Background: an optimization exercise with open tools, aiming at small area. Do not read the settings as production practice. Only simulation tests tie the RTL to the original design; equivalence was not proved. No driver is modelled on the clock port, so clocking that relies on it looks cheaper here than on a real chip.

## main
## decode_stage
module decode_stage (
    input  logic      clk,
    input  logic      rst_n,
    input  logic      inst_valid,
    input  isa_pkg::inst_t     inst,
    input  logic      wb_we,
    input  pipe_pkg::reg_addr_t wb_addr,
    input  pipe_pkg::word_t     wb_data,
    input  logic      fwd_ex_wreg,
    input  pipe_pkg::reg_addr_t fwd_ex_dest_addr,
    input  pipe_pkg::word_t     fwd_ex_dest_data,
    input  logic      fwd_mem_wreg,
    input  pipe_pkg::reg_addr_t fwd_mem_dest_addr,
    input  pipe_pkg::word_t     fwd_mem_dest_data,
    output logic      ex_valid,
    output logic      ex_illegal,
    output pipe_pkg::aluop_t    ex_aluop,
    output pipe_pkg::alusel_t   ex_alusel,
    output pipe_pkg::word_t     ex_src1,
    output pipe_pkg::word_t     ex_src2,
    output pipe_pkg::reg_addr_t ex_dest_addr,
    output logic      ex_wreg
);
==> flow/config.mk <==
export PLATFORM = sky130hd
export DESIGN_NAME = decode_stage
export DESIGN_NICKNAME = decode_stage
export VERILOG_FILES = /design/flow/design.v
export SDC_FILE = /design/flow/constraint.sdc
export NUM_CORES = 4
export LEC_CHECK = 0
export CAP_MARGIN = 15
export CORE_MARGIN = 2
export CORE_UTILIZATION = 70
export GPL_TIMING_DRIVEN = 0
export SETUP_SLACK_MARGIN = 0.1
export SLEW_MARGIN = 15
==> flow/constraint.sdc <==
create_clock -name core_clock -period 5.0 [get_ports {clk}]
set_input_delay 1.0000 -clock core_clock [delete_from_list [all_inputs] [get_ports {clk}]]
set_output_delay 1.0000 -clock core_clock [all_outputs]
set_load 0.01 [all_outputs]
standard.sh (not shown) runs the stock make flow with config.mk's settings and CLKGATE_MAP_FILE= SYNTH_SCRIPT=/design/flow/synth_recipe.tcl, a recipe that flattens the netlist after the stock synthesis.
==> flow/flow/run.sh <==
#!/bin/bash
# Own layout flow: the standard ORFS flow, with these changes:
#  - synthesis maps the logic with its own ABC script (flow/abc.script:
#    &nf mapping without restructuring, then ABC's gate sizing)
#    instead of ORFS's speed script; flip-flop mapping and
#    everything before and after it are unchanged;
#  - CTS clusters more sinks per buffer and adds no dummy loads;
#  - port buffers use buf_1;
#  - after global routing, gates off the critical paths are sized down
#    (ORFS's power recovery), then max-slew/max-cap repair runs again.
# Each step's full output goes to a log file of its own here.
set -euo pipefail
work=$(pwd)
rm -rf "$work/scripts"
cp -r "$FLOW_HOME/scripts" "$work/scripts"
cp "$work/flow/abc.script" "$work/scripts/abc_speed.script"
python3 "$work/flow/patch_grt.py" "$work/scripts/global_route.tcl"
export SCRIPTS_DIR="$work/scripts"
export CTS_ARGS="-sink_clustering_enable -repair_clock_nets -dont_use_dummy_load -sink_clustering_size 30 -sink_clustering_max_diameter 100"
export BUFFER_PORTS_ARGS="-buffer_cell sky130_fd_sc_hd__buf_1"
export RECOVER_POWER=100
for step in ${LOCAL_TARGETS:-synth floorplan place cts route finish}; do
  bash standard.sh "$step" > "$work/flow_$step.log" 2>&1
done
==> flow/flow/abc.script <==
strash
&get -n
&nf -R 0 -p
&put
topo
stime -c
upsize -c
dnsize -c
==> flow/flow/patch_grt.py <==
# Run repair_design (and legalize) right after ORFS's power recovery in
# global_route.tcl, inside the same incremental global-route session, so
# the cells it sized down cannot leave max-slew or max-cap violations.
import sys
path = sys.argv[1]
s = open(path).read()
old = "  recover_power_helper\n"
new = ("  recover_power_helper\n"
       "  if { $::env(RECOVER_POWER) != 0 } {\n"
       "    repair_design_helper\n"
       "    log_cmd detailed_placement\n"
       "  }\n")
assert s.count(old) == 1, "global_route.tcl: recover_power_helper not found once"
open(path, "w").write(s.replace(old, new))
main completed end to end with timing, DRC and antenna clean.
[inputs] the feature branch vs main
==> flow/run.sh (new file) <==
#!/bin/bash
# synth_recipe.tcl (not shown) runs the flow's synth.tcl, then flattens the netlist and writes it again
# the make line also repeats each setting of config.mk as NAME=value (left out here)
make -C /OpenROAD-flow-scripts/flow DESIGN_CONFIG=/design/flow/config.mk WORK_HOME=/design/flow/orfs CLKGATE_MAP_FILE= SYNTH_SCRIPT=/design/flow/synth_recipe.tcl finish
removed: flow/flow/run.sh
removed: flow/flow/abc.script
removed: flow/flow/patch_grt.py
removed: flow/standard.sh
### Flow results
The feature branch never completed, since it errored out during global routing (5_1_grt). Note that the number of placed instances with taps included recorded for main amounts to 0.76 times the value seen in the feature branch. Cmp main and the feature branch / number of resized instances in the post-cts repair step / higher: the feature branch. Summary: with main as the reference, chip height in the feature branch moved up by a few percent. Compared with main, in the feature branch number of post-CTS setup repair buffers saw an increase; pre-CTS worst setup slack saw a decrease. The synthesized area in the feature branch is 1.10 times that in main.

afterwards: timing with drivers on the ports:
In the flow no input, the clock included, has a driving cell. The finished layout below was timed again as built, in two steps.
Step 1 assumes that a clkbuf_16 drives the clock port and a buf_2 every other input.
Step 2, shift: input delay + t, output delay - t, t = (earliest + latest rising clock arrival at the registers) / 2. This alone moves slack from input paths to output paths.
a / b / c = no drivers / after step 1 / after step 2; a / b = the first two.
run: main
shift t [ns]: 0.690
setup WS [ns]: 0.265 / 0.305 / -0.385
worst setup path at the end: input to register
slew at the worst register clock pin (ns): 0.11 / 0.11
With both steps, setup timing fails in main, where it was met with ideal ports. The setup slack of main moves by +0.040 ns with the drivers and by -0.650 ns with both steps.
